Context: an optimization exercise on an open-source flow, tuned for small area, a short achievable clock period and few clock cycles per item. The choices shown serve that exercise and are no tape-out recipe. RTL that was checked went through simulation tests only; none was proved equivalent to the original. For runs 1 and 2, only the layout was checked, not whether the RTL still works. Power and IR drop assume default switching activity.

==> design/flow/design.v <==
`timescale 1ns / 1ps
package sla_pkg;
  localparam int PULSE_PERIOD     = 1000;
  localparam int FADE_TICKS       = 3000;
  localparam int FLASH_STEP_TICKS = 150;
  localparam int FLASH_STEP_COUNT = 6;
  localparam logic [1:0] KIND_TICK  = 2'd0;
  localparam logic [1:0] KIND_SET   = 2'd1;
  localparam logic [1:0] KIND_FLASH = 2'd2;
  localparam logic [2:0] MODE_ALARM   = 3'd4;
  localparam logic [2:0] MODE_RECOVER = 3'd5;
  localparam logic [23:0] RST_STAND = 24'h0000FF;
  localparam logic [23:0] RST_SIT   = 24'h00FFFF;
  localparam logic [23:0] RST_WALK  = 24'h00FF00;
  localparam logic [23:0] RST_DIZZY = 24'hFFBF00;
  localparam logic [23:0] RST_ALARM = 24'hFF0000;
  localparam logic [23:0] RST_FLASH = 24'hA000FF;
endpackage
`timescale 1ns / 1ps
module sla_lane (
  input  logic       clk,
  input  logic       alarm,      
  input  logic       neg,        
  input  logic       en,         
  input  logic       step,       
  input  logic       ld_base,    
  input  logic       ld_f,       
  input  logic       ld_w,       
  input  logic [7:0] c,          
  input  logic [7:0] f,          
  input  logic [7:0] w,          
  output logic [7:0] q
);
  logic [7:0]  q_r;
  logic [13:0] r_r;
  logic [10:0] b, b_r;    
  logic [13:0] r0;
  always_comb begin
    case (c)
      8'd0: b = {6'd0, 5'd0};
      8'd1: b = {6'd0, 5'd3};
      8'd2: b = {6'd0, 5'd6};
      8'd3: b = {6'd0, 5'd9};
      8'd4: b = {6'd0, 5'd12};
      8'd5: b = {6'd0, 5'd15};
      8'd6: b = {6'd0, 5'd18};
      8'd7: b = {6'd1, 5'd1};
      8'd8: b = {6'd1, 5'd4};
      8'd9: b = {6'd1, 5'd7};
      8'd10: b = {6'd1, 5'd10};
      8'd11: b = {6'd1, 5'd13};
      8'd12: b = {6'd1, 5'd16};
      8'd13: b = {6'd1, 5'd19};
      8'd14: b = {6'd2, 5'd2};
      8'd15: b = {6'd2, 5'd5};
      8'd16: b = {6'd2, 5'd8};
      8'd17: b = {6'd2, 5'd11};
      8'd18: b = {6'd2, 5'd14};
      8'd19: b = {6'd2, 5'd17};
      8'd20: b = {6'd3, 5'd0};
      8'd21: b = {6'd3, 5'd3};
      8'd22: b = {6'd3, 5'd6};
      8'd23: b = {6'd3, 5'd9};
      8'd24: b = {6'd3, 5'd12};
      8'd25: b = {6'd3, 5'd15};
      8'd26: b = {6'd3, 5'd18};
      8'd27: b = {6'd4, 5'd1};
      8'd28: b = {6'd4, 5'd4};
      8'd29: b = {6'd4, 5'd7};
      8'd30: b = {6'd4, 5'd10};
      8'd31: b = {6'd4, 5'd13};
      8'd32: b = {6'd4, 5'd16};
      8'd33: b = {6'd4, 5'd19};
      8'd34: b = {6'd5, 5'd2};
      8'd35: b = {6'd5, 5'd5};
      8'd36: b = {6'd5, 5'd8};
      8'd37: b = {6'd5, 5'd11};
      8'd38: b = {6'd5, 5'd14};
      8'd39: b = {6'd5, 5'd17};
      8'd40: b = {6'd6, 5'd0};
      8'd41: b = {6'd6, 5'd3};
      8'd42: b = {6'd6, 5'd6};
      8'd43: b = {6'd6, 5'd9};
      8'd44: b = {6'd6, 5'd12};
      8'd45: b = {6'd6, 5'd15};
      8'd46: b = {6'd6, 5'd18};
      8'd47: b = {6'd7, 5'd1};
      8'd48: b = {6'd7, 5'd4};
      8'd49: b = {6'd7, 5'd7};
      8'd50: b = {6'd7, 5'd10};
      8'd51: b = {6'd7, 5'd13};
      8'd52: b = {6'd7, 5'd16};
      8'd53: b = {6'd7, 5'd19};
      8'd54: b = {6'd8, 5'd2};
      8'd55: b = {6'd8, 5'd5};
      8'd56: b = {6'd8, 5'd8};
      8'd57: b = {6'd8, 5'd11};
      8'd58: b = {6'd8, 5'd14};
      8'd59: b = {6'd8, 5'd17};
      8'd60: b = {6'd9, 5'd0};
      8'd61: b = {6'd9, 5'd3};
      8'd62: b = {6'd9, 5'd6};
      8'd63: b = {6'd9, 5'd9};
      8'd64: b = {6'd9, 5'd12};
      8'd65: b = {6'd9, 5'd15};
      8'd66: b = {6'd9, 5'd18};
      8'd67: b = {6'd10, 5'd1};
      8'd68: b = {6'd10, 5'd4};
      8'd69: b = {6'd10, 5'd7};
      8'd70: b = {6'd10, 5'd10};
      8'd71: b = {6'd10, 5'd13};
      8'd72: b = {6'd10, 5'd16};
      8'd73: b = {6'd10, 5'd19};
      8'd74: b = {6'd11, 5'd2};
      8'd75: b = {6'd11, 5'd5};
      8'd76: b = {6'd11, 5'd8};
      8'd77: b = {6'd11, 5'd11};
      8'd78: b = {6'd11, 5'd14};
      8'd79: b = {6'd11, 5'd17};
      8'd80: b = {6'd12, 5'd0};
      8'd81: b = {6'd12, 5'd3};
      8'd82: b = {6'd12, 5'd6};
      8'd83: b = {6'd12, 5'd9};
      8'd84: b = {6'd12, 5'd12};
      8'd85: b = {6'd12, 5'd15};
      8'd86: b = {6'd12, 5'd18};
      8'd87: b = {6'd13, 5'd1};
      8'd88: b = {6'd13, 5'd4};
      8'd89: b = {6'd13, 5'd7};
      8'd90: b = {6'd13, 5'd10};
      8'd91: b = {6'd13, 5'd13};
      8'd92: b = {6'd13, 5'd16};
      8'd93: b = {6'd13, 5'd19};
      8'd94: b = {6'd14, 5'd2};
      8'd95: b = {6'd14, 5'd5};
      8'd96: b = {6'd14, 5'd8};
      8'd97: b = {6'd14, 5'd11};
      8'd98: b = {6'd14, 5'd14};
      8'd99: b = {6'd14, 5'd17};
      8'd100: b = {6'd15, 5'd0};
      8'd101: b = {6'd15, 5'd3};
      8'd102: b = {6'd15, 5'd6};
      8'd103: b = {6'd15, 5'd9};
      8'd104: b = {6'd15, 5'd12};
      8'd105: b = {6'd15, 5'd15};
      8'd106: b = {6'd15, 5'd18};
      8'd107: b = {6'd16, 5'd1};
      8'd108: b = {6'd16, 5'd4};
      8'd109: b = {6'd16, 5'd7};
      8'd110: b = {6'd16, 5'd10};
      8'd111: b = {6'd16, 5'd13};
      8'd112: b = {6'd16, 5'd16};
      8'd113: b = {6'd16, 5'd19};
      8'd114: b = {6'd17, 5'd2};
      8'd115: b = {6'd17, 5'd5};
      8'd116: b = {6'd17, 5'd8};
      8'd117: b = {6'd17, 5'd11};
      8'd118: b = {6'd17, 5'd14};
      8'd119: b = {6'd17, 5'd17};
      8'd120: b = {6'd18, 5'd0};
      8'd121: b = {6'd18, 5'd3};
      8'd122: b = {6'd18, 5'd6};
      8'd123: b = {6'd18, 5'd9};
      8'd124: b = {6'd18, 5'd12};
      8'd125: b = {6'd18, 5'd15};
      8'd126: b = {6'd18, 5'd18};
      8'd127: b = {6'd19, 5'd1};
      8'd128: b = {6'd19, 5'd4};
      8'd129: b = {6'd19, 5'd7};
      8'd130: b = {6'd19, 5'd10};
      8'd131: b = {6'd19, 5'd13};
      8'd132: b = {6'd19, 5'd16};
      8'd133: b = {6'd19, 5'd19};
      8'd134: b = {6'd20, 5'd2};
      8'd135: b = {6'd20, 5'd5};
      8'd136: b = {6'd20, 5'd8};
      8'd137: b = {6'd20, 5'd11};
      8'd138: b = {6'd20, 5'd14};
      8'd139: b = {6'd20, 5'd17};
      8'd140: b = {6'd21, 5'd0};
      8'd141: b = {6'd21, 5'd3};
      8'd142: b = {6'd21, 5'd6};
      8'd143: b = {6'd21, 5'd9};
      8'd144: b = {6'd21, 5'd12};
      8'd145: b = {6'd21, 5'd15};
      8'd146: b = {6'd21, 5'd18};
      8'd147: b = {6'd22, 5'd1};
      8'd148: b = {6'd22, 5'd4};
      8'd149: b = {6'd22, 5'd7};
      8'd150: b = {6'd22, 5'd10};
      8'd151: b = {6'd22, 5'd13};
      8'd152: b = {6'd22, 5'd16};
      8'd153: b = {6'd22, 5'd19};
      8'd154: b = {6'd23, 5'd2};
      8'd155: b = {6'd23, 5'd5};
      8'd156: b = {6'd23, 5'd8};
      8'd157: b = {6'd23, 5'd11};
      8'd158: b = {6'd23, 5'd14};
      8'd159: b = {6'd23, 5'd17};
      8'd160: b = {6'd24, 5'd0};
      8'd161: b = {6'd24, 5'd3};
      8'd162: b = {6'd24, 5'd6};
      8'd163: b = {6'd24, 5'd9};
      8'd164: b = {6'd24, 5'd12};
      8'd165: b = {6'd24, 5'd15};
      8'd166: b = {6'd24, 5'd18};
      8'd167: b = {6'd25, 5'd1};
      8'd168: b = {6'd25, 5'd4};
      8'd169: b = {6'd25, 5'd7};
      8'd170: b = {6'd25, 5'd10};
      8'd171: b = {6'd25, 5'd13};
      8'd172: b = {6'd25, 5'd16};
      8'd173: b = {6'd25, 5'd19};
      8'd174: b = {6'd26, 5'd2};
      8'd175: b = {6'd26, 5'd5};
      8'd176: b = {6'd26, 5'd8};
      8'd177: b = {6'd26, 5'd11};
      8'd178: b = {6'd26, 5'd14};
      8'd179: b = {6'd26, 5'd17};
      8'd180: b = {6'd27, 5'd0};
      8'd181: b = {6'd27, 5'd3};
      8'd182: b = {6'd27, 5'd6};
      8'd183: b = {6'd27, 5'd9};
      8'd184: b = {6'd27, 5'd12};
      8'd185: b = {6'd27, 5'd15};
      8'd186: b = {6'd27, 5'd18};
      8'd187: b = {6'd28, 5'd1};
      8'd188: b = {6'd28, 5'd4};
      8'd189: b = {6'd28, 5'd7};
      8'd190: b = {6'd28, 5'd10};
      8'd191: b = {6'd28, 5'd13};
      8'd192: b = {6'd28, 5'd16};
      8'd193: b = {6'd28, 5'd19};
      8'd194: b = {6'd29, 5'd2};
      8'd195: b = {6'd29, 5'd5};
      8'd196: b = {6'd29, 5'd8};
      8'd197: b = {6'd29, 5'd11};
      8'd198: b = {6'd29, 5'd14};
      8'd199: b = {6'd29, 5'd17};
      8'd200: b = {6'd30, 5'd0};
      8'd201: b = {6'd30, 5'd3};
      8'd202: b = {6'd30, 5'd6};
      8'd203: b = {6'd30, 5'd9};
      8'd204: b = {6'd30, 5'd12};
      8'd205: b = {6'd30, 5'd15};
      8'd206: b = {6'd30, 5'd18};
      8'd207: b = {6'd31, 5'd1};
      8'd208: b = {6'd31, 5'd4};
      8'd209: b = {6'd31, 5'd7};
      8'd210: b = {6'd31, 5'd10};
      8'd211: b = {6'd31, 5'd13};
      8'd212: b = {6'd31, 5'd16};
      8'd213: b = {6'd31, 5'd19};
      8'd214: b = {6'd32, 5'd2};
      8'd215: b = {6'd32, 5'd5};
      8'd216: b = {6'd32, 5'd8};
      8'd217: b = {6'd32, 5'd11};
      8'd218: b = {6'd32, 5'd14};
      8'd219: b = {6'd32, 5'd17};
      8'd220: b = {6'd33, 5'd0};
      8'd221: b = {6'd33, 5'd3};
      8'd222: b = {6'd33, 5'd6};
      8'd223: b = {6'd33, 5'd9};
      8'd224: b = {6'd33, 5'd12};
      8'd225: b = {6'd33, 5'd15};
      8'd226: b = {6'd33, 5'd18};
      8'd227: b = {6'd34, 5'd1};
      8'd228: b = {6'd34, 5'd4};
      8'd229: b = {6'd34, 5'd7};
      8'd230: b = {6'd34, 5'd10};
      8'd231: b = {6'd34, 5'd13};
      8'd232: b = {6'd34, 5'd16};
      8'd233: b = {6'd34, 5'd19};
      8'd234: b = {6'd35, 5'd2};
      8'd235: b = {6'd35, 5'd5};
      8'd236: b = {6'd35, 5'd8};
      8'd237: b = {6'd35, 5'd11};
      8'd238: b = {6'd35, 5'd14};
      8'd239: b = {6'd35, 5'd17};
      8'd240: b = {6'd36, 5'd0};
      8'd241: b = {6'd36, 5'd3};
      8'd242: b = {6'd36, 5'd6};
      8'd243: b = {6'd36, 5'd9};
      8'd244: b = {6'd36, 5'd12};
      8'd245: b = {6'd36, 5'd15};
      8'd246: b = {6'd36, 5'd18};
      8'd247: b = {6'd37, 5'd1};
      8'd248: b = {6'd37, 5'd4};
      8'd249: b = {6'd37, 5'd7};
      8'd250: b = {6'd37, 5'd10};
      8'd251: b = {6'd37, 5'd13};
      8'd252: b = {6'd37, 5'd16};
      8'd253: b = {6'd37, 5'd19};
      8'd254: b = {6'd38, 5'd2};
      8'd255: b = {6'd38, 5'd5};
      default: b = '0;
    endcase
  end
  always_comb begin
    case (b_r[4:0])
      5'd0: r0 = 14'd0;
      5'd1: r0 = 14'd500;
      5'd2: r0 = 14'd1000;
      5'd3: r0 = 14'd1500;
      5'd4: r0 = 14'd2000;
      5'd5: r0 = 14'd2500;
      5'd6: r0 = 14'd3000;
      5'd7: r0 = 14'd3500;
      5'd8: r0 = 14'd4000;
      5'd9: r0 = 14'd4500;
      5'd10: r0 = 14'd5000;
      5'd11: r0 = 14'd5500;
      5'd12: r0 = 14'd6000;
      5'd13: r0 = 14'd6500;
      5'd14: r0 = 14'd7000;
      5'd15: r0 = 14'd7500;
      5'd16: r0 = 14'd8000;
      5'd17: r0 = 14'd8500;
      5'd18: r0 = 14'd9000;
      5'd19: r0 = 14'd9500;
      default: r0 = '0;
    endcase
  end
  logic [12:0] sa_r;
  logic [8:0]  sr_r;
  always_ff @(posedge clk) begin
    b_r  <= b;
    sa_r <= {1'b0, c, 4'b0} + {5'b0, c};
    sr_r <= {1'b0, w} - {1'b0, f};
  end
  logic [13:0] sd, d_r;      
  logic        alarm_d_r;
  assign sd = alarm ? {1'b0, sa_r} : {{5{sr_r[8]}}, sr_r};
  always_ff @(posedge clk) begin
    d_r       <= neg ? 14'd0 - sd : sd;
    alarm_d_r <= alarm;
  end
  logic [14:0] dk_r, k;      
  logic up;
  assign up = !d_r[13];
  always_comb begin
    case ({alarm_d_r, up})
      2'b11:   k = 15'd22768;    
      2'b10:   k = 15'd10000;
      2'b01:   k = 15'd29768;    
      default: k = 15'd3000;
    endcase
  end
  always_ff @(posedge clk) begin
    dk_r <= {d_r[13], d_r} + k;
  end
  logic [15:0] t, tm;
  logic        adj;
  assign t   = {2'b0, r_r} + {{2{d_r[13]}}, d_r};
  assign tm  = {2'b0, r_r} + {dk_r[14], dk_r};
  assign adj = up ? !tm[15] : t[15];
  logic [7:0] qs;
  assign qs = q_r + (up ? 8'd1 : 8'hFF);
  always_ff @(posedge clk) begin
    if (!en) begin
    end else if (ld_base) begin
      q_r <= {2'b0, b_r[10:5]};
      r_r <= r0;
    end else if (ld_f || ld_w) begin
      q_r <= ld_f ? f : w;
      r_r <= '0;
    end else if (step) begin
      if (adj) q_r <= qs;
      r_r <= adj ? tm[13:0] : t[13:0];
    end
  end
  assign q = q_r;
endmodule
`timescale 1ns / 1ps
module status_led_animator (
  input  logic             clk,
  input  logic             rst_n,
  input  logic             in_valid,
  output logic             in_ready,
  input  logic [1:0]       in_kind,
  input  logic [2:0]       in_new_mode,
  output logic             out_valid,
  input  logic             out_ready,
  output logic             out_show,
  output logic [7:0]       out_red,
  output logic [7:0]       out_green,
  output logic [7:0]       out_blue,
  input  logic             cfg_we,
  input  logic [2:0]       cfg_index,
  input  logic [23:0]      cfg_wdata
);
  logic [23:0] col_r [6];
  logic [23:0] wd0, wd1;     
  assign wd0 = cfg_wdata & {24{rst_n}};
  assign wd1 = cfg_wdata | {24{!rst_n}};
  for (genvar i = 0; i < 6; i++) begin : g_col
    localparam logic [23:0] RV = (i == 0) ? sla_pkg::RST_STAND :
                                 (i == 1) ? sla_pkg::RST_SIT   :
                                 (i == 2) ? sla_pkg::RST_WALK  :
                                 (i == 3) ? sla_pkg::RST_DIZZY :
                                 (i == 4) ? sla_pkg::RST_ALARM : sla_pkg::RST_FLASH;
    always_ff @(posedge clk) begin
      if (!rst_n || (cfg_we && cfg_index == 3'(i))) begin
        col_r[i] <= (wd1 & RV) | (wd0 & ~RV);
      end
    end
  end
  logic       v0_r, v1_r, rdy_r;
  logic [4:0] e0_r, e1_r;
  logic       push, pop;
  assign push = in_valid && rdy_r;
  always_ff @(posedge clk) begin
    if (!rst_n) begin
      v0_r  <= 1'b0;
      v1_r  <= 1'b0;
      rdy_r <= 1'b0;
    end else begin
      if (pop) begin
        v0_r  <= v1_r || push;
        v1_r  <= v1_r && push;
        rdy_r <= 1'b1;
      end else begin
        v0_r  <= v0_r || push;
        v1_r  <= v1_r || (v0_r && push);
        rdy_r <= !(v1_r || (v0_r && push));
      end
    end
    if (pop) begin
      e0_r <= v1_r ? e1_r : {in_kind, in_new_mode};
    end else if (!v0_r) begin
      e0_r <= {in_kind, in_new_mode};
    end
    if (!v1_r) e1_r <= {in_kind, in_new_mode};
  end
  assign in_ready = rdy_r;
  logic [2:0]  mode_r;
  logic        alarm_r;     
  logic        rec_r;       
  logic [11:0] pos_r;       
  logic        dn_r;        
  logic        fl_act_r;
  logic [2:0]  fl_step_r;
  logic [7:0]  fl_el_r;
  logic        cw_r;        
  logic        cu_r;        
  logic        busy_r;      
  logic [11:0] k_r;         
  logic        cu_neg_r;    
  logic        out_valid_r, show_r;
  logic [6:0]  sel_r;       
  logic [1:0]  kind;
  logic [2:0]  nm;
  assign kind = e0_r[4:3];
  assign nm   = e0_r[2:0];
  logic       lane_neg;
  logic [1:0] st_r;
  logic       settling, ctl_chg;
  assign settling = (st_r != 2'd0);
  logic go, out_free;
  assign go       = v0_r && !cw_r && !cu_r && !busy_r && !settling;
  assign out_free = !out_valid_r || out_ready;
  assign pop      = go && out_free;
  logic tick, set_ok;
  assign tick   = (kind == sla_pkg::KIND_TICK);
  assign set_ok = (kind == sla_pkg::KIND_SET) && (nm <= 3'd5);
  logic       el_wrap, fl_end;
  logic [2:0] step_inc;
  assign el_wrap  = (fl_el_r == 8'(sla_pkg::FLASH_STEP_TICKS - 1));
  assign step_inc = fl_step_r + 3'd1;
  assign fl_end   = fl_act_r && el_wrap && (step_inc == 3'(sla_pkg::FLASH_STEP_COUNT));
  logic sat;
  assign sat = (pos_r == 12'(sla_pkg::FADE_TICKS));
  logic lane_en, lane_step, ld_base, ld_f, ld_w;
  logic tick_go, set_go;
  assign lane_neg  = busy_r ? cu_neg_r : dn_r;
  assign tick_go   = go && tick && (alarm_r || (rec_r && !sat));
  assign set_go    = go && set_ok && (nm == sla_pkg::MODE_ALARM || nm == sla_pkg::MODE_RECOVER);
  assign lane_step = busy_r || tick_go;
  assign ld_base   = (cu_r && alarm_r) || (set_go && nm == sla_pkg::MODE_ALARM);
  assign ld_f      = (cu_r && rec_r && pos_r < 12'd1500) ||
                     (set_go && nm == sla_pkg::MODE_RECOVER);
  assign ld_w      = cu_r && rec_r && pos_r >= 12'd1500;
  assign lane_en   = cu_r || (busy_r && !settling) || ((tick_go || set_go) && out_free);
  assign ctl_chg = (pop && set_ok && ((nm == sla_pkg::MODE_ALARM) != alarm_r || dn_r)) ||
                   (pop && tick && alarm_r &&
                    (pos_r == 12'(sla_pkg::PULSE_PERIOD / 2 - 1) ||
                     pos_r == 12'(sla_pkg::PULSE_PERIOD - 1))) ||
                   cu_r || (busy_r && !settling && k_r == 12'd1);
  logic [7:0] lane_q [3];
  for (genvar i = 0; i < 3; i++) begin : g_lane
    sla_lane u_lane (
      .clk     (clk),
      .alarm   (alarm_r),
      .neg     (lane_neg),
      .en      (lane_en),
      .step    (lane_step),
      .ld_base (ld_base),
      .ld_f    (ld_f),
      .ld_w    (ld_w),
      .c       (col_r[4][8*i +: 8]),
      .f       (col_r[3][8*i +: 8]),
      .w       (col_r[2][8*i +: 8]),
      .q       (lane_q[i])
    );
  end
  logic [11:0] k_init;
  logic        from_top;
  logic [11:0] k_top;
  assign from_top = alarm_r ? dn_r : (pos_r >= 12'd1500);
  assign k_top    = (alarm_r ? 12'd1000 : 12'(sla_pkg::FADE_TICKS)) - pos_r;
  assign k_init   = (alarm_r || rec_r) ? (from_top ? k_top : pos_r) : 12'd0;
  always_ff @(posedge clk) begin
    if (!rst_n) begin
      mode_r      <= 3'd0;
      alarm_r     <= 1'b0;
      rec_r       <= 1'b0;
      pos_r       <= '0;
      dn_r        <= 1'b0;
      fl_act_r    <= 1'b0;
      fl_step_r   <= '0;
      fl_el_r     <= '0;
      cw_r        <= 1'b0;
      cu_r        <= 1'b0;
      st_r        <= 2'd3;
      busy_r      <= 1'b0;
      k_r         <= '0;
      cu_neg_r    <= 1'b0;
      out_valid_r <= 1'b0;
      show_r      <= 1'b0;
      sel_r       <= '0;
    end else begin
      cw_r <= cfg_we;
      cu_r <= cw_r;
      if (cfg_we)
        st_r <= 2'd3;
      else if (ctl_chg)
        st_r <= (st_r == 2'd3) ? 2'd3 : 2'd2;
      else if (st_r != 2'd0)
        st_r <= st_r - 2'd1;
      if (cu_r) begin
        cu_neg_r <= !alarm_r && pos_r >= 12'd1500;
        k_r      <= k_init;
        busy_r   <= (k_init != 12'd0);
      end else if (busy_r && !settling) begin
        k_r    <= k_r - 12'd1;
        busy_r <= (k_r != 12'd1);
      end
      if (pop) begin
        out_valid_r <= 1'b1;
        show_r      <= 1'b0;
        sel_r       <= '0;
        case (kind)
          sla_pkg::KIND_SET: begin
            if (set_ok) begin
              mode_r  <= nm;
              alarm_r <= (nm == sla_pkg::MODE_ALARM);
              rec_r   <= (nm == sla_pkg::MODE_RECOVER);
              pos_r   <= '0;
              dn_r    <= 1'b0;
              if (nm <= 3'd3) begin
                show_r    <= 1'b1;
                sel_r[nm] <= 1'b1;
              end
            end
          end
          sla_pkg::KIND_FLASH: begin
            fl_act_r  <= 1'b1;
            fl_step_r <= '0;
            fl_el_r   <= '0;
          end
          sla_pkg::KIND_TICK: begin
            if (alarm_r) begin
              if (pos_r == 12'(sla_pkg::PULSE_PERIOD - 1)) begin
                pos_r <= '0;
                dn_r  <= 1'b0;
              end else begin
                pos_r <= pos_r + 12'd1;
                if (pos_r == 12'(sla_pkg::PULSE_PERIOD / 2 - 1)) dn_r <= 1'b1;
              end
            end else if (!sat) begin
              pos_r <= pos_r + 12'd1;
            end
            if (fl_act_r) begin
              fl_el_r <= el_wrap ? 8'd0 : fl_el_r + 8'd1;
              if (el_wrap) begin
                fl_step_r <= step_inc;
                if (fl_end) fl_act_r <= 1'b0;
              end
            end
            if (fl_act_r && !fl_end) begin
              show_r <= 1'b1;
              sel_r[5] <= !(el_wrap ? step_inc[0] : fl_step_r[0]);
            end else if (alarm_r || rec_r) begin
              show_r   <= 1'b1;
              sel_r[6] <= 1'b1;
            end else if (fl_end && mode_r <= 3'd3) begin
              show_r             <= 1'b1;
              sel_r[mode_r[1:0]] <= 1'b1;
            end
          end
          default: ;
        endcase
      end else if (out_ready) begin
        out_valid_r <= 1'b0;
      end
    end
  end
  logic [23:0] rgb;
  always_comb begin
    rgb = '0;
    for (int i = 0; i < 6; i++) begin
      rgb = rgb | (col_r[i] & {24{sel_r[i]}});
    end
    rgb = rgb | ({lane_q[2], lane_q[1], lane_q[0]} & {24{sel_r[6]}});
  end
  assign out_valid = out_valid_r;
  assign out_show  = show_r;
  assign out_red   = rgb[23:16];
  assign out_green = rgb[15:8];
  assign out_blue  = rgb[7:0];
endmodule
==> design/flow/run.sh <==
#!/bin/bash
# synth_recipe.tcl (not shown) runs the flow's synth.tcl, then flattens the netlist and writes it again
# the make line also repeats each setting of config.mk as NAME=value (left out here)
make -C /OpenROAD-flow-scripts/flow DESIGN_CONFIG=/design/flow/config.mk WORK_HOME=/design/flow/orfs CLKGATE_MAP_FILE= SYNTH_SCRIPT=/design/flow/synth_recipe.tcl finish
==> design/flow/config.mk <==
export PLATFORM = sky130hd
export DESIGN_NAME = status_led_animator
export DESIGN_NICKNAME = status_led_animator
export VERILOG_FILES = /design/flow/design.v
export SDC_FILE = /design/flow/constraint.sdc
export NUM_CORES = 4
export LEC_CHECK = 0
export CAP_MARGIN = 20
export CORE_MARGIN = 2
export CORE_UTILIZATION = 60
export PLACE_DENSITY = 0.72
export SETUP_SLACK_MARGIN = 4.3
export SLEW_MARGIN = 20
==> design/flow/constraint.sdc <==
create_clock -name core_clock -period 7.5 [get_ports {clk}]
set_input_delay 1.5000 -clock core_clock [delete_from_list [all_inputs] [get_ports {clk}]]
set_output_delay 1.5000 -clock core_clock [all_outputs]
set_load 0.01 [all_outputs]
==> results of run 1 <==
[power breakdown]
group / total (mW) / internal, mW / switching [mW]
Sequential: 3.44 / 3.14 / 0.302
Clock: 2.65 / 1.59 / 1.05
Combinational: 3.60 / 1.61 / 1.99
Total: 9.69 / 6.34 / 3.35
[through the flow]
step                setup WS [ns]  cells  utilization (%)
finish                       4.11   3998             69.5
global route                 4.03   3998             69.5
CTS                          4.12   3987             69.0
detailed placement           2.75   3808             63.2
global placement             2.69   3808             63.2
floorplan                    4.30   3210                -
[state kept, by name, summed over array words and instances (netlist names), 2 cells and up]
signal	flops
g_lane.u_lane.q_r	24
st_r	2
k_r	12
g_lane.u_lane.sa_r	39
g_lane.u_lane.b_r	30
pos_r	12
col_r	144
fl_el_r	8
g_lane.u_lane.sr_r	27
sel_r	7
g_lane.u_lane.dk_r	45
fl_step_r	3
e0_r	5
e1_r	5
mode_r	3
g_lane.u_lane.r_r	42
g_lane.u_lane.d_r	42
[layout by cell type (no fill, tap or decap), types with 30 or more instances in the layout]
| master | count |
|---|---|
| a21o_1 | 50 |
| a21oi_1 | 213 |
| a22oi_1 | 52 |
| and2_1 | 45 |
| buf_4 | 88 |
| clkbuf_16 | 58 |
| clkdlybuf4s50_1 | 38 |
| dfxtp_1 | 238 |
| edfxtp_1 | 215 |
| ha_1 | 254 |
| inv_1 | 180 |
| mux2_2 | 30 |
| mux2i_1 | 106 |
| nand2_1 | 211 |
| nand2b_1 | 68 |
| nand3_1 | 74 |
| nor2_1 | 215 |
| nor2b_1 | 65 |
| nor3_1 | 76 |
| o211ai_1 | 46 |
| o21ai_0 | 184 |
| o22ai_1 | 41 |
| xnor2_1 | 160 |
| xor2_1 | 61 |
[worst paths after layout]
path	startpoint	to	slack, ns
max reg2reg	e0_r[0]$_DFFE_PP_	g_lane[0].u_lane.r_r[0]$_SDFFCE_PP0P_	4.35
max	sel_r[4]$_SDFFE_PN0N_	out_red[2]	4.11
min	g_lane[1].u_lane.d_r[0]$_DFF_P_	g_lane[1].u_lane.dk_r[0]$_DFF_P_	0.36
min reg2reg	g_lane[1].u_lane.d_r[0]$_DFF_P_	g_lane[1].u_lane.dk_r[0]$_DFF_P_	0.36
[kinds of logic after synthesis]
group | after synthesis | share of synthesized area, %
DFF | 464 | 38.2
xor gates and xnor gates | 221 | 6.45
adders and majority gates | 275 | 11.9
buffers and inverters | 348 | 4.54
muxes | 145 | 5.30
and+or+nand+nor | 878 | 14.5
AOI/OAI and AO/OA | 879 | 19.1
[area by class of cell]
class	count	share of cell area [%]
inverters	191	2.15
flip-flops and latches	464	33.6
well taps	664	2.43
repair inverters	3	0.0513
clock inverters	19	0.626
clock buffers	75	4.70
repair buffers	183	5.35
multi-input cells	2399	51.1
[worst max-delay path: cells and delay by family, from the launching register on]
family                 cells  cell delay (ns)
AO/OA/AOI/OAI              1             0.35
buffers and inverters      2             0.34
flip-flops                 1             0.38
AND/OR/NAND/NOR            1             0.21
[per-layer routing]
metal / global-route usage [%] / vias to the layer above / share of wire (%)
li1: - / 11900 / -
met1: 44.7 / 12000 / 44
met2: 49.8 / 1118 / 45
met3: 4.89 / 159 / 8.4
met4: 8.79 / 0 / 2.3
met5: 0 / - / 0
[timing repair]
item,in CTS,in global routing
hold endpoints to repair,0,0
buffers inserted,73,10
gates resized for setup,170,35
cloned,12,1
pin swaps,50,18
setup endpoints to repair,168,127
==> out/results.tsv, run 1 <==
metric	value	unit
count of pins over their slew limit	0	
Avg WL per Cell	20.7	um
Num CTS Buffers	50	
ANT cells	0	
Worst Hold Class	reg -> reg	
routed vias/inst	6.28	
Synth Net Count	3522	
initial core utilization	61.0	%
most common cell in the netlist	ha_1	
H-tree Lvls	2	
drt drc	0	
register area share after synthesis	38.2	%
asr flop ratio synth	0	%
PnR Total Power	9.69	mW
CP Data Arrival Time	1.89	ns
Warnings, synthesis	5	
mean area per synthesized cell	9.34	um2
Slew @ Worst Pin	1.01	ns
setup TNS	0	ns
synthesized area	30000	um2
Final ANT Viol Nets	0	
total area of sequential cells	11500	um2
most frequent cells after synthesis	257 x ha_1, 249 x dfxtp_1, 225 x a21oi_1	
Hold Fails Final Rpt	0	
layout cells sized above 1	11.2	%
Placed Instance Area	31100	um2
full die area	51800	um2
Worst Clk Skew	0.0265	ns
Hold Crit Depth	0	
GPL Wtd Cong	0.918	
GRT Util Overall	31.4	%
ranking of synthesized cells by area	edfxtp_1 22%, dfxtp_1 17%, ha_1 11%	
startpoint types	flop	
Final Cycle Share	45.1	%
IO Count	64	
slew margin rel.	32.6	%
TritonCTS clock tree	done	
crit-path cells	buf_4, a222oi_1, nand3_1, buf_2	
root buf cell	clkbuf_16	
Layout fillers	3737	
row count	81	
Max FO, Critical Path	7	
initial antenna violation count	0	
status	complete, no violations	
r2r worst-path depth	14	
CP max stage cell	dfxtp_4	
CTS max path bufs	3	
Primary FF master, synth	dfxtp_1	
register bit total from synthesis	464	
Cell variety after synth	94	
vias	25100	
die height	228	um
crit path kind	reg -> out	
largest net degree at the start of global routing	91	
RSZ-0062 raised after global routing	true	
DIE WIDTH	228	um
gr ovfl total	0	
Final Setup Violations	0	
area of the multi-input gates	17400	um2
Final Critical Period	3.39	ns
cts-stage hold buffer count	0	
Clock Sinks	464	
Max Cap Viol	0	
top cell type's share of synthesized area	21.5	%
IO Port Bufs	63	
Post-synth EDFFs	215	
cells after synthesis	3210	
nets	3604	
CP peak stage delay	0.38	ns
post-synth top area cell	edfxtp_1	
CTS clock-pin slew for the worst setup and hold paths	0.06	ns
initial drt markers	2645	
worst vdd ir	0.210	mV
fmax	295	MHz
floorplan core area	49200	um2
hold slack final	0.364	ns
Pwr Density	284	nW/um2
CP Capture Type	output pin	
CP Data Required Time	6.00	ns
final wirelength	82900	um
Pleak	13.8	nW
clk latency of the worst-skew pair	0.61	ns
Area Overhead vs Synth	13.9	%
drt pass-1 iters	6	
vias in the first global route	23800	
first-pass GRT wire length	128000	um
DP HPWL	55200	um
Final Cell Area	34200	um2
==> run 2, diff against run 1 <==
--- a/design/flow/design.v
+++ b/design/flow/design.v
@@ -321,18 +321,21 @@
       default: r0 = '0;
     endcase
   end
-  logic [12:0] sa_r;
-  logic [8:0]  sr_r;
-  always_ff @(posedge clk) begin
-    b_r  <= b;
-    sa_r <= {1'b0, c, 4'b0} + {5'b0, c};
-    sr_r <= {1'b0, w} - {1'b0, f};
-  end
-  logic [13:0] sd, d_r;      
+  logic [11:0] p;
+  logic [7:0]  s;
+  logic [13:0] x, y, dn;
+  logic [1:0]  ci;
+  assign p  = alarm ? {c, 4'b0} : {4'b0, w};
+  assign s  = alarm ? c : f;
+  assign x  = neg ? ~{2'b0, p} : {2'b0, p};
+  assign y  = (alarm ^ neg) ? {6'b0, s} : ~{6'b0, s};
+  assign ci = alarm ? {neg, 1'b0} : 2'b01;
+  assign dn = x + y + 14'(ci);
+  logic [13:0] d_r;      
   logic        alarm_d_r;
-  assign sd = alarm ? {1'b0, sa_r} : {{5{sr_r[8]}}, sr_r};
   always_ff @(posedge clk) begin
-    d_r       <= neg ? 14'd0 - sd : sd;
+    b_r       <= b;
+    d_r       <= dn;
     alarm_d_r <= alarm;
   end
   logic [14:0] dk_r, k;      
@@ -454,6 +457,7 @@
   assign nm   = e0_r[2:0];
   logic       lane_neg;
   logic [1:0] st_r;
+  logic [1:0] ctl_d_r;      
   logic       settling, ctl_chg;
   assign settling = (st_r != 2'd0);
   logic go, out_free;
@@ -490,8 +494,8 @@
   for (genvar i = 0; i < 3; i++) begin : g_lane
     sla_lane u_lane (
       .clk     (clk),
-      .alarm   (alarm_r),
-      .neg     (lane_neg),
+      .alarm   (ctl_d_r[1]),
+      .neg     (ctl_d_r[0]),
       .en      (lane_en),
       .step    (lane_step),
       .ld_base (ld_base),
@@ -522,6 +526,7 @@
       cw_r        <= 1'b0;
       cu_r        <= 1'b0;
       st_r        <= 2'd3;
+      ctl_d_r     <= '0;
       busy_r      <= 1'b0;
       k_r         <= '0;
       cu_neg_r    <= 1'b0;
@@ -531,10 +536,11 @@
     end else begin
       cw_r <= cfg_we;
       cu_r <= cw_r;
+      ctl_d_r <= {alarm_r, lane_neg};
       if (cfg_we)
         st_r <= 2'd3;
       else if (ctl_chg)
-        st_r <= (st_r == 2'd3) ? 2'd3 : 2'd2;
+        st_r <= 2'd3;
       else if (st_r != 2'd0)
         st_r <= st_r - 2'd1;
       if (cu_r) begin
==> run 2 against run 1 <==
Still clean on timing, DRC and antenna. Highest routed layer is now met5. Clock power down about 20%. Maximum frequency down 1.1%. Critical endpoint is now out_red[4]. Cell count down 3.6%. Synthesized cell count down 3.3%. Die area down 3.6%. Synthesized area down 3.7%. Largest power group unchanged. Clock skew up 0.0051 ns. Global-route usage up 0.077 points. Critical path type unchanged.
==> out/results.tsv, run 2 <==
metric	value	unit	change
Final Cycle Share	45.6	%	+0.49 points
Sw Share	36.7	%	+2.2 points
Warnings, synthesis	5		unchanged
first-pass GRT wire length	125000	um	-2.6%
most frequent cells after synthesis	280 x ha_1, 244 x nor2_1, 220 x a21oi_1		
min-delay src	g_lane[1].u_lane.d_r[0]$_DFF_P_		
worst reg2reg endpoint	g_lane[2].u_lane.d_r[13]$_DFF_P_		
initial drt markers	2214		-16%
Worst Clk Skew	0.0316	ns	+0.00514 ns
Adder-Cell Fraction of Synth Area	13.6	%	+1.7 points
area of the multi-input gates	17900	um2	+2.9%
Final ANT Viol Nets	0		unchanged
Final Setup Violations	0		unchanged
largest registers	col_r (144), g_lane.u_lane.dk_r (45)		
Pwr Density	277	nW/um2	-2.5%
layout cells sized above 1	13.3	%	+2.1 points
post-synthesis simple-gate area fraction	14.0	%	-0.48 points
drt drc	0		unchanged
DIE WIDTH	223	um	-1.8%
Worst Hold Class	reg -> reg		
IO Port Bufs	63		unchanged
most common cell in the netlist	ha_1		
Clock Sinks	403		-13%
sw power	3.39	mW	+1.2%
post-synth top area cell	edfxtp_1		
vias	24100		-4.0%
crit-path cells	buf_12, buf_16, a222oi_1, nand3_1, buf_2		
hold slack final	0.365	ns	+0.000833 ns
Layout fillers	3582		-4.1%
Area Overhead vs Synth	15.5	%	
worst vdd ir	0.171	mV	-19%
vias in the first global route	22900		-3.8%
root buf cell	clkbuf_16		
crit path kind	reg -> out		
Avg WL per Cell	21.4	um	+3.1%
Cell variety after synth	95		+1.1%
TritonCTS clock tree	done		
Num CTS Buffers	44		-12%
largest family of logic cells by synthesized area	compound AO/OA/AOI/OAI gates		
startpoint types	flop		
fmax	292	MHz	-1.1%
final wirelength	82400	um	-0.58%
row count	80		-1.2%
mean area per synthesized cell	9.31	um2	-0.39%
die height	223	um	-1.8%
Clk pwr share	23.0	%	-4.3 points
setup TNS	0	ns	unchanged
count of pins over their slew limit	0		unchanged
H-tree Lvls	2		unchanged
worst setup margin	4.08	ns	-0.0366 ns
Place WS	3.14	ns	+0.390 ns
RSZ-0062 raised after global routing	true		
Hold Fails Final Rpt	0		unchanged
r2r worst-path depth	16		+2
portion of netlist area occupied by mux cells	6.59	%	+1.3 points
cts-stage hold buffer count	0		unchanged
CTS clock-pin slew for the worst setup and hold paths	0.06	ns	about the same
CP peak stage delay	0.38	ns	about the same
initial core utilization	60.6	%	-0.38 points
CP Data Arrival Time	1.92	ns	+0.03 ns
GRT Util Overall	31.5	%	+0.077 points
CP Data Required Time	6.00	ns	about the same
critical path endpoint	out_red[4]		
slew margin rel.	33.1	%	+0.49 points
register share of total power	33.3	%	-2.2 points
Final Critical Period	3.42	ns	+0.0366 ns
Max Cap Viol	0		unchanged
nets	3540		-1.8%
floorplan core area	47600	um2	-3.1%
Slew @ Worst Pin	0.998	ns	-0.00725 ns
Primary FF master, synth	edfxtp_1		
register bit total from synthesis	403		-13%
RR Startpoint	ctl_d_r[1]$_SDFF_PN0_		
initial antenna violation count	4		+4
Reg2Reg Setup Slack	4.08	ns	-0.27 ns
clk latency of the worst-skew pair	0.61	ns	about the same
cells after synthesis	3104		-3.3%
commonest cells after routing, fill and taps aside	271 x ha_1, 239 x nor2_1, 215 x edfxtp_1, 207 x nand2_1, 204 x xnor2_1		
Max FO, Critical Path	6		-1
CP Capture Type	output pin		
asr flop ratio synth	0	%	unchanged
routed vias/inst	6.26		-0.40%
Post-synth EDFFs	215		unchanged
ranking of synthesized cells by area	edfxtp_1 22%, dfxtp_1 13%, ha_1 12%		
IO Count	64		unchanged
drt pass-1 iters	6		unchanged
most common cell after layout, fill and taps aside	ha_1		
status	complete, no violations		
total area of sequential cells	10300	um2	-11%
register area share after synthesis	35.4	%	-2.8 points
synthesized area	28900	um2	-3.7%
XOR/XNOR Fraction of Synth Area	7.76	%	+1.3 points
Synth Net Count	3442		-2.3%
CP max stage cell	dfxtp_4		
Pleak	13.6	nW	-1.4%
full die area	49900	um2	-3.6%
DP HPWL	53600	um	-2.9%
CTS max path bufs	3		unchanged
gr ovfl total	0		unchanged
max reg flops	144		unchanged
top cell type's share of synthesized area	22.4	%	+0.82 points
Compound-Gate Fraction of Synth Area	18.4	%	-0.76 points
Int Pwr	5.84	mW	-7.9%
GPL Wtd Cong	0.908		-1.1%
largest net degree at the start of global routing	66		-27%
critical path launch point	sel_r[4]$_SDFFE_PN0N_		
Reg with most FFs	col_r		
combinational share of power	43.7	%	+6.6 points
## run 2: cell count changes after synthesis, sizes merged, moves of 10 or more
cell	previous run	this run
o211ai	46	13
o22ai	41	19
nor2	216	245
mux2i	107	126
buf	39	50
xnor2	160	205
xor2	61	51
nand2b	69	47
inv	188	145
ha	257	280
dfxtp	249	188
nor3	78	67
a211oi	28	38
## run 2: cells by family after synthesis
family	after synthesis
AOI/OAI and AO/OA	819
muxes	171
adders and majority gates	301
xor gates and xnor gates	256
DFF	403
buffers and inverters	314
and+or+nand+nor	840
## run 2: power groups by stage
stage                     clock [mW]  sequential (mW)  combinational (mW)
after floorplan                    0             2.95                2.98
after global placement             0             3.13                3.49
after detailed placement           0             3.13                3.62
after CTS                       2.14             3.06                3.84
after global routing            2.22             3.10                4.45
final                           2.12             3.07                4.04
## run 2: layer usage
| metal | global-route usage [%] | part of all wire [%] | vias up |
|---|---|---|---|
| li1 | - | - | 11500 |
| met1 | 43.2 | 43 | 11500 |
| met2 | 50.0 | 45 | 974 |
| met3 | 5.41 | 8.1 | 170 |
| met4 | 11.9 | 3.4 | 4 |
| met5 | 0 | 0.029 | - |
## run 2: worst max-delay path: cells and delay by family (launching register included)
| family | cells | cell delay [ns] |
|---|---|---|
| AO/OA/AOI/OAI | 1 | 0.32 |
| buffers and inverters | 3 | 0.44 |
| flip-flops | 1 | 0.38 |
| AND/OR/NAND/NOR | 1 | 0.17 |
## run 2: cell type report
cell class                      instances  share of cell area (%)
Antenna cell                            1                 0.00750
Tap cell                              615                    2.31
Sequential cell                       403                    30.8
Multi-Input combinational cell       2387                    53.8
Clock buffer                           68                    3.85
Timing Repair Buffer                  218                    7.18
Clock inverter                         14                   0.323
Inverter                              148                    1.75
## run 2: worst min-delay path by stage
| stage | end | slack, ns | depth (start not counted) |
|---|---|---|---|
| after floorplan | g_lane[0].u_lane.dk_r[0]$_DFF_P_ | 0.34 | 0 |
| after global placement | g_lane[1].u_lane.dk_r[0]$_DFF_P_ | 0.35 | 0 |
| after detailed placement | g_lane[1].u_lane.dk_r[0]$_DFF_P_ | 0.35 | 0 |
| after CTS | g_lane[1].u_lane.dk_r[0]$_DFF_P_ | 0.37 | 0 |
| after global routing | g_lane[1].u_lane.dk_r[0]$_DFF_P_ | 0.38 | 0 |
| final | g_lane[1].u_lane.dk_r[0]$_DFF_P_ | 0.37 | 0 |
## run 2: what timing repair did
item / in CTS / in global routing
pin swaps: 59 / 65
setup buffers: 67 / 35
gates resized for setup: 206 / 76
gates cloned: 10 / 6
setup endpoints to repair: 176 / 121
## run 2: per-stage QoR
stage          instances  util [%]  cell area [um2]  power (mW)
6_report            3854      70.0            33400        9.23
5_1_grt             3853      70.0            33300        9.77
4_1_cts             3812      68.4            32600        9.05
3_5_place_dp        3653      63.0            30000        6.75
3_3_place_gp        3653      63.0            30000        6.62
2_1_floorplan       3104         -            29100        5.94
==> run 3, diff against run 2 <==
--- a/design/flow/design.v
+++ b/design/flow/design.v
@@ -29,7 +29,8 @@
   input  logic [7:0] c,          
   input  logic [7:0] f,          
   input  logic [7:0] w,          
-  output logic [7:0] q
+  output logic [7:0] q,
+  output logic [7:0] qn          
 );
   logic [7:0]  q_r;
   logic [13:0] r_r;
@@ -321,21 +322,18 @@
       default: r0 = '0;
     endcase
   end
-  logic [11:0] p;
-  logic [7:0]  s;
-  logic [13:0] x, y, dn;
-  logic [1:0]  ci;
-  assign p  = alarm ? {c, 4'b0} : {4'b0, w};
-  assign s  = alarm ? c : f;
-  assign x  = neg ? ~{2'b0, p} : {2'b0, p};
-  assign y  = (alarm ^ neg) ? {6'b0, s} : ~{6'b0, s};
-  assign ci = alarm ? {neg, 1'b0} : 2'b01;
-  assign dn = x + y + 14'(ci);
-  logic [13:0] d_r;      
+  logic [12:0] sa_r;
+  logic [8:0]  sr_r;
+  always_ff @(posedge clk) begin
+    b_r  <= b;
+    sa_r <= {1'b0, c, 4'b0} + {5'b0, c};
+    sr_r <= {1'b0, w} - {1'b0, f};
+  end
+  logic [13:0] sd, d_r;      
   logic        alarm_d_r;
+  assign sd = alarm ? {1'b0, sa_r} : {{5{sr_r[8]}}, sr_r};
   always_ff @(posedge clk) begin
-    b_r       <= b;
-    d_r       <= dn;
+    d_r       <= neg ? 14'd0 - sd : sd;
     alarm_d_r <= alarm;
   end
   logic [14:0] dk_r, k;      
@@ -372,7 +370,8 @@
       r_r <= adj ? tm[13:0] : t[13:0];
     end
   end
-  assign q = q_r;
+  assign q  = q_r;
+  assign qn = (step && adj) ? qs : q_r;
 endmodule
 `timescale 1ns / 1ps
 module status_led_animator (
@@ -449,20 +448,19 @@
   logic        busy_r;      
   logic [11:0] k_r;         
   logic        cu_neg_r;    
-  logic        out_valid_r, show_r;
-  logic [6:0]  sel_r;       
+  logic        ov0_r, ov1_r;
+  logic [24:0] oq0_r, oq1_r;    
   logic [1:0]  kind;
   logic [2:0]  nm;
   assign kind = e0_r[4:3];
   assign nm   = e0_r[2:0];
   logic       lane_neg;
   logic [1:0] st_r;
-  logic [1:0] ctl_d_r;      
   logic       settling, ctl_chg;
   assign settling = (st_r != 2'd0);
   logic go, out_free;
   assign go       = v0_r && !cw_r && !cu_r && !busy_r && !settling;
-  assign out_free = !out_valid_r || out_ready;
+  assign out_free = !ov1_r;
   assign pop      = go && out_free;
   logic tick, set_ok;
   assign tick   = (kind == sla_pkg::KIND_TICK);
@@ -494,8 +492,8 @@
   for (genvar i = 0; i < 3; i++) begin : g_lane
     sla_lane u_lane (
       .clk     (clk),
-      .alarm   (ctl_d_r[1]),
-      .neg     (ctl_d_r[0]),
+      .alarm   (alarm_r),
+      .neg     (lane_neg),
       .en      (lane_en),
       .step    (lane_step),
       .ld_base (ld_base),
@@ -504,7 +502,8 @@
       .c       (col_r[4][8*i +: 8]),
       .f       (col_r[3][8*i +: 8]),
       .w       (col_r[2][8*i +: 8]),
-      .q       (lane_q[i])
+      .q       (lane_q[i]),
+      .qn      (lane_qn[i])
     );
   end
   logic [11:0] k_init;
@@ -526,21 +525,16 @@
       cw_r        <= 1'b0;
       cu_r        <= 1'b0;
       st_r        <= 2'd3;
-      ctl_d_r     <= '0;
       busy_r      <= 1'b0;
       k_r         <= '0;
       cu_neg_r    <= 1'b0;
-      out_valid_r <= 1'b0;
-      show_r      <= 1'b0;
-      sel_r       <= '0;
     end else begin
       cw_r <= cfg_we;
       cu_r <= cw_r;
-      ctl_d_r <= {alarm_r, lane_neg};
       if (cfg_we)
         st_r <= 2'd3;
       else if (ctl_chg)
-        st_r <= 2'd3;
+        st_r <= (st_r == 2'd3) ? 2'd3 : 2'd2;
       else if (st_r != 2'd0)
         st_r <= st_r - 2'd1;
       if (cu_r) begin
@@ -552,9 +546,6 @@
         busy_r <= (k_r != 12'd1);
       end
       if (pop) begin
-        out_valid_r <= 1'b1;
-        show_r      <= 1'b0;
-        sel_r       <= '0;
         case (kind)
           sla_pkg::KIND_SET: begin
             if (set_ok) begin
@@ -563,10 +554,6 @@
               rec_r   <= (nm == sla_pkg::MODE_RECOVER);
               pos_r   <= '0;
               dn_r    <= 1'b0;
-              if (nm <= 3'd3) begin
-                show_r    <= 1'b1;
-                sel_r[nm] <= 1'b1;
-              end
             end
           end
           sla_pkg::KIND_FLASH: begin
@@ -593,35 +580,73 @@
                 if (fl_end) fl_act_r <= 1'b0;
               end
             end
-            if (fl_act_r && !fl_end) begin
-              show_r <= 1'b1;
-              sel_r[5] <= !(el_wrap ? step_inc[0] : fl_step_r[0]);
-            end else if (alarm_r || rec_r) begin
-              show_r   <= 1'b1;
-              sel_r[6] <= 1'b1;
-            end else if (fl_end && mode_r <= 3'd3) begin
-              show_r             <= 1'b1;
-              sel_r[mode_r[1:0]] <= 1'b1;
-            end
           end
           default: ;
         endcase
-      end else if (out_ready) begin
-        out_valid_r <= 1'b0;
       end
     end
   end
-  logic [23:0] rgb;
+  logic       show_nxt;
+  logic [6:0] sel_nxt;     
+  always_comb begin
+    show_nxt = 1'b0;
+    sel_nxt  = '0;
+    case (kind)
+      sla_pkg::KIND_SET: begin
+        if (nm <= 3'd3) begin
+          show_nxt        = 1'b1;
+          sel_nxt[nm[1:0]] = 1'b1;
+        end
+      end
+      sla_pkg::KIND_TICK: begin
+        if (fl_act_r && !fl_end) begin
+          show_nxt   = 1'b1;
+          sel_nxt[5] = !(el_wrap ? step_inc[0] : fl_step_r[0]);
+        end else if (alarm_r || rec_r) begin
+          show_nxt   = 1'b1;
+          sel_nxt[6] = 1'b1;
+        end else if (fl_end && mode_r <= 3'd3) begin
+          show_nxt   = 1'b1;
+          sel_nxt[mode_r[1:0]] = 1'b1;
+        end
+      end
+      default: ;
+    endcase
+  end
+  logic [23:0] rgb_nxt;
+  logic [7:0]  lane_qn [3];
   always_comb begin
-    rgb = '0;
+    rgb_nxt = '0;
     for (int i = 0; i < 6; i++) begin
-      rgb = rgb | (col_r[i] & {24{sel_r[i]}});
+      rgb_nxt = rgb_nxt | (col_r[i] & {24{sel_nxt[i]}});
+    end
+    rgb_nxt = rgb_nxt | ({lane_qn[2], lane_qn[1], lane_qn[0]} & {24{sel_nxt[6]}});
+  end
+  logic deq;
+  assign deq = ov0_r && out_ready;
+  always_ff @(posedge clk) begin
+    if (!rst_n) begin
+      ov0_r <= 1'b0;
+      ov1_r <= 1'b0;
+    end else begin
+      if (deq) begin
+        ov0_r <= ov1_r || pop;
+        ov1_r <= 1'b0;
+      end else begin
+        ov0_r <= ov0_r || pop;
+        ov1_r <= ov1_r || (ov0_r && pop);
+      end
+    end
+    if (deq ? !ov1_r : !ov0_r) begin
+      oq0_r <= {show_nxt, rgb_nxt};
+    end else if (deq) begin
+      oq0_r <= oq1_r;
     end
-    rgb = rgb | ({lane_q[2], lane_q[1], lane_q[0]} & {24{sel_r[6]}});
+    if (pop && ov0_r && !deq) oq1_r <= {show_nxt, rgb_nxt};
   end
-  assign out_valid = out_valid_r;
-  assign out_show  = show_r;
-  assign out_red   = rgb[23:16];
-  assign out_green = rgb[15:8];
-  assign out_blue  = rgb[7:0];
+  assign out_valid = ov0_r;
+  assign out_show  = oq0_r[24];
+  assign out_red   = oq0_r[23:16];
+  assign out_green = oq0_r[15:8];
+  assign out_blue  = oq0_r[7:0];
 endmodule
--- a/design/flow/config.mk
+++ b/design/flow/config.mk
@@ -7,7 +7,7 @@
 export LEC_CHECK = 0
 export CAP_MARGIN = 20
 export CORE_MARGIN = 2
-export CORE_UTILIZATION = 60
-export PLACE_DENSITY = 0.72
+export CORE_UTILIZATION = 50
+export PLACE_DENSITY = 0.65
 export SETUP_SLACK_MARGIN = 4.3
 export SLEW_MARGIN = 20
==> run 3 against run 2 <==
Sequential power up 23%. Power rose by 13%. Via count is 9.4% higher. Register-to-register slack better by 0.26 ns. Synthesized cell count up 9.1%. Maximum frequency up 8.2%. Largest power group unchanged. Sequential share of layout area grew 4.6 points. Flip-flop and latch count is 104 higher. First-iteration DRC count up 29%. Design area rose by 8.6%.
==> out/results.tsv, run 3 <==
metric	value	unit	change
status	complete, no violations		
Avg WL per Cell	21.4	um	+0.31%
clk latency of the worst-skew pair	0.62	ns	about the same
synthesized area	32100	um2	+11%
Cell variety after synth	95		unchanged
Post-synth EDFFs	265		+23%
CTS max path bufs	3		unchanged
count of pins over their slew limit	0		unchanged
largest registers	col_r (144), g_lane.u_lane.dk_r (45)		
final wirelength	92500	um	+12%
cells after synthesis	3385		+9.1%
register area share after synthesis	39.9	%	+4.5 points
CTS clock-pin slew for the worst setup and hold paths	0.06	ns	about the same
Primary FF master, synth	edfxtp_1		
initial core utilization	50.7	%	-9.9 points
most frequent cells after synthesis	284 x nor2_1, 265 x edfxtp_1, 258 x a21oi_1		
Final ANT Viol Nets	0		unchanged
cts-stage hold buffer count	0		unchanged
initial antenna violation count	2		-2
CP max stage cell	edfxtp_1		
crit-path cells	ha_4, o21ai_1, o211ai_1, nand4_1, nand2_4, a41oi_4, o311a_1, or3_4, mux2_4		
CP Capture Type	flop		
commonest cells after routing, fill and taps aside	277 x nor2_1, 265 x edfxtp_1, 250 x ha_1, 240 x a21oi_1, 238 x nand2_1		
Pleak	14.3	nW	+5.2%
Synth Net Count	3695		+7.4%
drt drc	0		unchanged
layout cells sized above 1	9.92	%	-3.4 points
largest net degree at the start of global routing	71		+7.6%
GRT Util Overall	27.2	%	-4.3 points
mean area per synthesized cell	9.48	um2	+1.9%
GPL Wtd Cong	0.919		+1.2%
Pwr Density	289	nW/um2	+4.4%
Clock Sinks	507		+26%
nets	3732		+5.4%
Max Cap Viol	0		unchanged
worst vdd ir	0.220	mV	+29%
Final Cycle Share	42.2	%	-3.4 points
Area Overhead vs Synth	12.8	%	
floorplan core area	63300	um2	+33%
slew margin rel.	29.1	%	-4.1 points
Final Setup Violations	0		unchanged
Final Critical Period	3.16	ns	-0.258 ns
startpoint types	flop		
top cell type's share of synthesized area	24.8	%	+2.4 points
TritonCTS clock tree	done		
Worst Clk Skew	0.0240	ns	-0.00765 ns
DP HPWL	66400	um	+24%
max reg flops	144		unchanged
Reg with most FFs	col_r		
Worst Hold Class	reg -> reg		
RSZ-0062 raised after global routing	true		
vias in the first global route	24900		+9.1%
asr flop ratio synth	0	%	unchanged
vias	26400		+9.4%
ranking of synthesized cells by area	edfxtp_1 25%, dfxtp_1 15%, ha_1 9.9%		
Max FO, Critical Path	6		unchanged
Hold Fails Final Rpt	0		unchanged
first-pass GRT wire length	143000	um	+14%
Num CTS Buffers	55		+25%
crit path kind	reg -> reg		
post-synth top area cell	edfxtp_1		
row count	92		+15%
CP Data Required Time	7.88	ns	+1.88 ns
Worst path top cell family by delay	compound AO/OA/AOI/OAI gates		
fmax	316	MHz	+8.2%
PnR Total Power	10.5	mW	+13%
initial drt markers	2847		+29%
Worst Path Buf+Inv	0		-3
full die area	66300	um2	+33%
routed vias/inst	6.11		-2.3%
CP Data Arrival Time	3.54	ns	+1.62 ns
setup TNS	0	ns	unchanged
die height	257	um	+15%
H-tree Lvls	2		unchanged
drt pass-1 iters	9		+3
ANT cells	0		-1
most common cell after layout, fill and taps aside	nor2_1		
Slew @ Worst Pin	1.06	ns	+0.0616 ns
most common cell in the netlist	nor2_1		
root buf cell	clkbuf_16		
register bit total from synthesis	507		+26%
gr ovfl total	0		unchanged
DIE WIDTH	257	um	+15%
Warnings, synthesis	6		+1
IO Port Bufs	63		unchanged
CP peak stage delay	0.46	ns	+0.08 ns
IO Count	64		unchanged
-- run 3: metrics by stage --
| stage | setup WS, ns | utilization, % | cell area [um2] | instances | hold slack [ns] |
|---|---|---|---|---|---|
| after floorplan | 4.30 | - | 32100 | 3385 | 0.337 |
| after global placement | 3.78 | 52.9 | 33500 | 4170 | 0.347 |
| after detailed placement | 3.68 | 52.9 | 33500 | 4170 | 0.356 |
| after CTS | 4.27 | 56.4 | 35700 | 4287 | 0.361 |
| after global routing | 4.27 | 57.2 | 36200 | 4315 | 0.368 |
| final | 4.34 | 57.2 | 36200 | 4315 | 0.359 |
-- run 3: logic make-up (layout without fill, tap and decap cells) --
logic type      after synthesis  after routing  synth area share, %
simple gates                973            973                 14.9
compound gates              921            922                 18.9
flops                       507            507                 39.9
buf+inv                     351            434                 4.32
fa+ha+maj                   273            273                 11.1
xor+xnor                    208            208                 5.67
mux                         152            152                 5.34
-- run 3: per-layer routing --
layer	global-route usage (%)	wire, um	vias to the layer above
li1	-	-	12500
met1	39.7	42000	12700
met2	42.5	41300	1011
met3	4.36	7500	112
met4	5.80	1670	2
met5	0	11	-
-- run 3: cell type report --
type	instances	area, um2
Fill cell	5493	27100
Multi-Input combinational cell	2528	18400
Sequential cell	507	12800
Clock buffer	75	1520
Timing Repair Buffer	145	1310
Tap cell	846	1060
Inverter	185	702
Clock inverter	29	353
-- run 3: worst paths after layout --
kind,startpoint,cells after the start,to,slack [ns]
max,g_lane[1].u_lane.r_r[2]$_DFFE_PP_,9,oq0_r[10]$_DFFE_PP_,4.34
min,g_lane[1].u_lane.d_r[2]$_DFF_P_,0,g_lane[1].u_lane.dk_r[2]$_DFF_P_,0.36
max reg2reg,g_lane[1].u_lane.r_r[2]$_DFFE_PP_,9,oq0_r[10]$_DFFE_PP_,4.34
min reg2reg,g_lane[1].u_lane.d_r[2]$_DFF_P_,0,g_lane[1].u_lane.dk_r[2]$_DFF_P_,0.36
-- run 3: repair_timing --
action / CTS / global route
gates cloned: 1 / 0
gates resized for setup: 47 / 65
buffers inserted: 12 / 27
setup endpoints to repair: 182 / 145
pin swaps: 4 / 31
-- run 3: power breakdown --
group          total [mW]  switching, mW  internal [mW]
logic                3.84           2.19           1.65
clock network        2.84           1.17           1.67
registers            3.78          0.358           3.42
total                10.5           3.72           6.73
Testbench counts of run 3, summed over its fixed seeds: cycles 32,214, items 32,000.
==> run 4, diff against run 3 <==
--- a/design/flow/config.mk
+++ b/design/flow/config.mk
@@ -7,7 +7,7 @@
 export LEC_CHECK = 0
 export CAP_MARGIN = 20
 export CORE_MARGIN = 2
-export CORE_UTILIZATION = 50
-export PLACE_DENSITY = 0.65
-export SETUP_SLACK_MARGIN = 4.3
+export CORE_UTILIZATION = 60
+export PLACE_DENSITY = 0.72
+export SETUP_SLACK_MARGIN = 4.15
 export SLEW_MARGIN = 20
==> run 4 against run 3 <==
Via count up 0.88%. Wire length fell by 3.6%. Maximum frequency fell by 4.7%. Setup slack worse by 0.16 ns. Non-clock buffer count down 21. Power decreased by 1.8%. Still clean. Flip-flop and latch count unchanged. Sequential share of layout area rose by 0.64 points.
==> out/results.tsv, run 4 <==
metric	value	unit	change
root buf cell	clkbuf_16		
Primary FF master, synth	edfxtp_1		
Slew @ Worst Pin	1.05	ns	-0.0142 ns
worst vdd ir	0.197	mV	-11%
TritonCTS clock tree	done		
CTS clock-pin slew for the worst setup and hold paths	0.06	ns	about the same
cts-stage hold buffer count	0		unchanged
post-synth top area cell	edfxtp_1		
Synth Net Count	3695		unchanged
Reg with most FFs	col_r		
commonest cells after routing, fill and taps aside	279 x nor2_1, 265 x edfxtp_1, 255 x ha_1, 247 x a21oi_1		
Worst Clk Skew	0.0333	ns	+0.00935 ns
synthesized area	32100	um2	unchanged
Worst Hold Class	reg -> reg		
Hold Fails Final Rpt	0		unchanged
first-pass GRT wire length	138000	um	-3.4%
routed vias/inst	6.44		+5.4%
nets	3709		-0.62%
Layout fillers	4176		-24%
cells after synthesis	3385		unchanged
Avg WL per Cell	21.6	um	+0.63%
Post-synth EDFFs	265		unchanged
final wirelength	89200	um	-3.6%
fmax	301	MHz	-4.7%
count of pins over their slew limit	0		unchanged
hold slack final	0.359	ns	-0.0000430 ns
setup TNS	0	ns	unchanged
drt drc	0		unchanged
Final Setup Violations	0		unchanged
PnR Total Power	10.3	mW	-1.8%
Final Cycle Share	44.3	%	+2.1 points
largest registers	col_r (144), g_lane.u_lane.dk_r (45)		
DP HPWL	64600	um	-2.7%
ANT cells	0		unchanged
Final Critical Period	3.32	ns	+0.156 ns
drt pass-1 iters	7		-2
gr ovfl total	0		unchanged
Pwr Density	289	nW/um2	about the same
clk latency of the worst-skew pair	0.64	ns	+0.02 ns
register area share after synthesis	39.9	%	unchanged
Cell variety after synth	95		unchanged
IO Count	64		unchanged
register bit total from synthesis	507		unchanged
startpoint types	flop		
CP Capture Type	flop		
DIE WIDTH	235	um	-8.6%
H-tree Lvls	2		unchanged
top cell type's share of synthesized area	24.8	%	unchanged
Clock Sinks	507		unchanged
initial drt markers	3127		+9.8%
largest net degree at the start of global routing	70		-1.4%
vias	26600		+0.88%
Max FO, Critical Path	16		+10
die height	235	um	-8.6%
Final ANT Viol Nets	0		unchanged
full die area	55400	um2	-16%
asr flop ratio synth	0	%	unchanged
mean area per synthesized cell	9.48	um2	unchanged
row count	84		-8.7%
GPL Wtd Cong	0.938		+2.1%
layout cells sized above 1	8.57	%	-1.4 points
Pleak	14.2	nW	-0.85%
CTS max path bufs	3		unchanged
most frequent cells after synthesis	284 x nor2_1, 265 x edfxtp_1, 258 x a21oi_1		
Warnings, synthesis	6		unchanged
floorplan core area	52800	um2	-17%
slew margin rel.	30.2	%	+1.1 points
CP Data Arrival Time	3.70	ns	+0.16 ns
most common cell in the netlist	nor2_1		
vias in the first global route	24900		-0.092%
initial antenna violation count	1		-1
CP Data Required Time	7.88	ns	about the same
initial core utilization	60.9	%	+10 points
Num CTS Buffers	54		-1.8%
Max Cap Viol	0		unchanged
status	complete, no violations		
GRT Util Overall	31.2	%	+4.0 points
ranking of synthesized cells by area	edfxtp_1 25%, dfxtp_1 15%, ha_1 9.9%		
max reg flops	144		unchanged
crit path kind	reg -> reg		
RSZ-0062 raised after global routing	true		
Area Overhead vs Synth	10.7	%	
most common cell after layout, fill and taps aside	nor2_1		
IO Port Bufs	63		unchanged
==> run 4: cell types whose count changed in the layout (fill, tap and decap cells not counted), moves of 4 or more <==
cell        previous run  this run
nor2_4                 7         2
clkinvlp_4             7         3
clkinv_1               7        13
o21ai_0              188       194
a21oi_1              240       247
ha_1                 250       255
clkbuf_1              15         7
a21oi_2               14         8
buf_6                 10         5
a21boi_1               4         0
buf_4                 69        54
o21ai_1                9         3
==> run 4: per-layer routing <==
layer  track usage, %  up-vias  part of all wire [%]
met5                0        -                     0
met4             8.40        0                   2.4
met3             4.83      126                   9.1
met2             47.2     1191                    43
met1             46.5    12900                    45
li1                 -    12400                     -
==> run 4: kinds of logic (layout without fill, tap and decap cells) <==
kind of cell | count (synthesis) | count (layout) | synth area share (%)
and+or+nand+nor | 973 | 973 | 14.9
AOI/OAI and AO/OA | 921 | 921 | 18.9
DFF | 507 | 507 | 39.9
buffers and inverters | 351 | 410 | 4.32
adders and majority gates | 273 | 273 | 11.1
xor gates and xnor gates | 208 | 208 | 5.67
muxes | 152 | 152 | 5.34
==> run 4: layout make-up <==
class                      instances  area (um2)  area share (%)
sequential                       507       12800            36.1
timing repair buffer             124        1120            3.14
tap                              688         861            2.42
inverter                         185         702            1.98
clock inverter                    34         355            1.00
multi-input combinational       2527       18200            51.2
clock buffer                      67        1510            4.24
==> run 4: where the power goes <==
group / internal [mW] / leakage, nW / switching [mW] / total (mW)
logic: 1.58 / 8.69 / 2.13 / 3.72
clock network: 1.61 / 0.914 / 1.17 / 2.78
registers: 3.42 / 4.60 / 0.354 / 3.77
total: 6.61 / 14.2 / 3.66 / 10.3
==> run 4: timing repair <==
item	4_1_cts	5_1_grt
cloned	0	0
buffers inserted	3	17
resized for setup	25	31
endpoints found under the setup margin	123	127
pin swaps	1	2
==> run 4: worst max-delay path, stage by stage (launching register included) <==
cell and delay [ns]:
edfxtp_1 0.42, ha_1 0.32, a211oi_1 0.39, o211ai_1 0.22, nand4_1 0.21, nand2_1 0.16
a41oi_4 0.48, buf_4 0.22, nor4_1 0.05, a311o_1 0.33, mux2_2 0.28
==> run 4: per-stage QoR <==
step	area (um2)	util, %	std cells	setup slack, ns
after global routing	35500	67.4	4132	4.06
final	35500	67.4	4132	4.18
after CTS	35200	66.8	4115	4.16
after floorplan	32100	-	3385	4.19
after global placement	33300	63.1	4011	3.64
after detailed placement	33300	63.1	4011	3.55
==> run 4: worst paths after layout <==
kind                                         startpoint                               end  slack [ns]  cells past startpoint
setup / recovery  g_lane[1].u_lane.r_r[1]$_SDFFCE_PP0P_                oq0_r[8]$_DFFE_PP_        4.18                     10
hold reg to reg         g_lane[1].u_lane.d_r[0]$_DFF_P_  g_lane[1].u_lane.dk_r[0]$_DFF_P_        0.36                      0
hold / removal          g_lane[1].u_lane.d_r[0]$_DFF_P_  g_lane[1].u_lane.dk_r[0]$_DFF_P_        0.36                      0
setup reg to reg  g_lane[1].u_lane.r_r[1]$_SDFFCE_PP0P_                oq0_r[8]$_DFFE_PP_        4.18                     10

==> what the ideal ports hide <==
The results above use ideal ports. As a check the final layouts listed here were re-extracted and re-timed, cells and wires unchanged. Step 1, drivers: a clkbuf_16 drives clk and a buf_2 each remaining input, both assumed. Step 2, shift: input delay + t, output delay - t, t = (earliest + latest rising clock arrival at the registers) / 2. This alone moves slack from input paths to output paths. Slacks: ideal ports / drivers / drivers and shift; pairs: ideal ports / drivers.
run	t, ns	setup slack, ns	hold WS [ns]	worst setup path at the end	slew at the worst register clock pin (ns)
run 1	0.657	4.114 / 4.052 / 3.822	0.364 / 0.364 / 0.364	input to register	0.07 / 0.07
run 2	0.658	4.078 / 4.018 / 3.722	0.365 / 0.365 / 0.365	input to register	0.06 / 0.06
run 3	0.674	4.336 / 4.320 / 3.857	0.359 / 0.359 / 0.359	input to register	0.07 / 0.07
run 4	0.692	4.180 / 4.180 / 3.904	0.359 / 0.359 / 0.359	input to register	0.07 / 0.07
After both steps setup and hold are still met in every run listed. The setup slack of run 3, which loses most, moves by -0.016 ns with the drivers and by -0.479 ns with both steps.
